Context: an optimization exercise on an open-source flow, tuned for small area. The choices shown serve that exercise and are no tape-out recipe.
In this exercise RTL edits were held to simulation tests only and were not proved equivalent to the original.
Power and IR drop assume default switching activity.

==> v15 <==
// rs_param_age
module rs_param_age #(
    parameter int DEPTH   = 16,
    parameter int DATA_W  = 32,
    parameter int ROB_W   = 4,
    parameter int TYPE_W  = 6,
    parameter int NUM_CDB = 2
) (
    input  logic                      clk_in,
    input  logic                      rst_n_in,
    input  logic                      rdy_in,
    input  logic                      flush_in,
    output logic                      full_out,
    input  logic                      disp_valid,
    input  logic [TYPE_W-1:0]         disp_type,
    input  logic [DATA_W-1:0]         disp_pc,
    input  logic [DATA_W-1:0]         disp_imm,
    input  logic [ROB_W-1:0]          disp_rob,
    input  logic                      disp_rdy_j,
    input  logic                      disp_rdy_k,
    input  logic [DATA_W-1:0]         disp_v_j,
    input  logic [DATA_W-1:0]         disp_v_k,
    input  logic [ROB_W-1:0]          disp_q_j,
    input  logic [ROB_W-1:0]          disp_q_k,
    input  logic                      issue_stall,
    output logic                      issue_valid,
    output logic [TYPE_W-1:0]         issue_type,
    output logic [DATA_W-1:0]         issue_pc,
    output logic [DATA_W-1:0]         issue_imm,
    output logic [DATA_W-1:0]         issue_rs1,
    output logic [DATA_W-1:0]         issue_rs2,
    output logic [ROB_W-1:0]          issue_rob,
    input  logic [NUM_CDB-1:0]        cdb_valid,
    input  logic [NUM_CDB*ROB_W-1:0]  cdb_rob,
    input  logic [NUM_CDB*DATA_W-1:0] cdb_value
);
Settings: LEC_CHECK=0, CAP_MARGIN=20, CORE_MARGIN=2, CORE_UTILIZATION=40, CTS_BUF_LIST=sky130_fd_sc_hd__clkbuf_8, CTS_CLUSTER_DIAMETER=50, CTS_CLUSTER_SIZE=14, PLACE_DENSITY=0.45, SLEW_MARGIN=20, SYNTH_HIERARCHICAL=1, SYNTH_MINIMUM_KEEP_SIZE=0; clock period 7.0 ns.
standard.sh (not shown) runs the stock make flow with config.mk's settings and CLKGATE_MAP_FILE= SYNTH_SCRIPT=/design/flow/synth_recipe.tcl, a recipe that flattens the netlist after the stock synthesis.
==> flow/flow/run.sh <==
#!/bin/bash
# Standard synthesis unchanged, then the standard ORFS layout with these
# changes: combinational cells are set back to drive 1 after floorplan (the
# placement repair resizes where needed), port buffers are buf_1 instead of
# clkdlybuf4s50_1, CTS inserts no dummy loads, and power recovery downsizes
# non-critical cells after global routing.
set -euo pipefail
bash standard.sh synth > synth.log 2>&1
CTS="-sink_clustering_enable -repair_clock_nets -sink_clustering_size 14 -sink_clustering_max_diameter 50 -buf_list sky130_fd_sc_hd__clkbuf_8 -dont_use_dummy_load"
bash standard.sh "POST_FLOORPLAN_TCL=$PWD/flow/downsize.tcl" \
    "BUFFER_PORTS_ARGS=-buffer_cell sky130_fd_sc_hd__buf_1" \
    "CTS_ARGS=$CTS" RECOVER_POWER=100 finish > layout.log 2>&1
==> flow/flow/downsize.tcl <==
# Set every combinational cell that synthesis gave more than the minimum drive
# back to drive 1; the placement-stage repair resizes or buffers again where
# slew, capacitance or timing need it. Registers keep their cells.
set n_down 0
foreach inst [[ord::get_db_block] getInsts] {
  set m [[$inst getMaster] getName]
  if {![regexp {^(sky130_fd_sc_hd__[a-z0-9]+)_([0-9]+)$} $m -> base d]} { continue }
  if {$d <= 1} { continue }
  if {[regexp {__(df|edf|sdf|dl|clk|tap|fill|decap|diode|conb)} $base]} { continue }
  set new "${base}_1"
  if {[[ord::get_db] findMaster $new] eq "NULL"} { continue }
  replace_cell [$inst getName] $new
  incr n_down
}
puts "downsize: $n_down cells set to drive 1"
==> v10: changes against v15 <==
==> flow/run.sh (new file) <==
#!/bin/bash
# synth_recipe.tcl (not shown) runs the flow's synth.tcl, then flattens the netlist and writes it again
# the make line also repeats each setting of config.mk as NAME=value (left out here)
make -C /OpenROAD-flow-scripts/flow DESIGN_CONFIG=/design/flow/config.mk WORK_HOME=/design/flow/orfs CLKGATE_MAP_FILE= SYNTH_SCRIPT=/design/flow/synth_recipe.tcl finish
removed: flow/flow/run.sh
removed: flow/flow/downsize.tcl
removed: flow/standard.sh
==> comparison table <==
	v10	v15
Final nets	10343	10299
Slowest stage cell on the critical path	dfrtp_4	dfrtp_1
Data buffer area share	5.40%	3.22%
Worst slack, placed	1.25 ns	1.82 ns
Category of the critical setup timing path	flop to output pin	flop to flop
Post-DP HPWL	272000 um	273000 um
Max-cap viol count	0	60
RR Startpoint	busy_r[15]$_DFFE_PN0P_	busy_r[1]$_DFFE_PN0P_
Number of buffers other than clock buffers in the final layout	658	606
Smallest hold slack	0.448 ns	0.227 ns
Clock Power	0.0120 W	0.00942 W
FILL cells	22603	23088
Maximum number of pins on one net before global-route repair	91	101
Maximum fanout along the worst path	33	60
Status	timing/DRC/antenna clean	failed layout checks
Reasons for failing layout checks	-	capacitance limit, slew limit
Fraction of area in multi-input gates	41.1%	42.5%
Number of max-slew violations in the final report	0	1851
Part of the power in combinational logic	7.9%	8.1%
Grt met3 use	9.47%	9.28%

-- static timing again, ports no longer ideal --
How much do the figures lean on ideal ports? The routed layouts below were timed once more, with nothing changed but the port constraints. Step 1 (the two cells are an assumption about what drives the block):
set clk [get_ports {clk_in}]
set_driving_cell -lib_cell sky130_fd_sc_hd__clkbuf_16 $clk
set_driving_cell -lib_cell sky130_fd_sc_hd__buf_2 [delete_from_list [all_inputs] $clk]
Step 2, shift: input delay + t, output delay - t, t = (earliest + latest rising clock arrival at the registers) / 2. This alone moves slack from input paths to output paths. Three values: no drivers, after step 1, after step 2; two values: the first two.
run | t, ns | setup slack, ns | hold WS [ns] | worst data-port slew with drivers (ns)
v15 | 1.141 | 0.366 / 0.366 / -0.710 | 0.227 / 0.250 / 0.445 | 0.31
v10 | 1.171 | 1.550 / 1.453 / 0.891 | 0.448 / 0.448 / 0.448 | 0.17
For v15, which loses most, drivers alone change the setup slack by 0.000 ns; drivers and shift together by -1.076 ns.
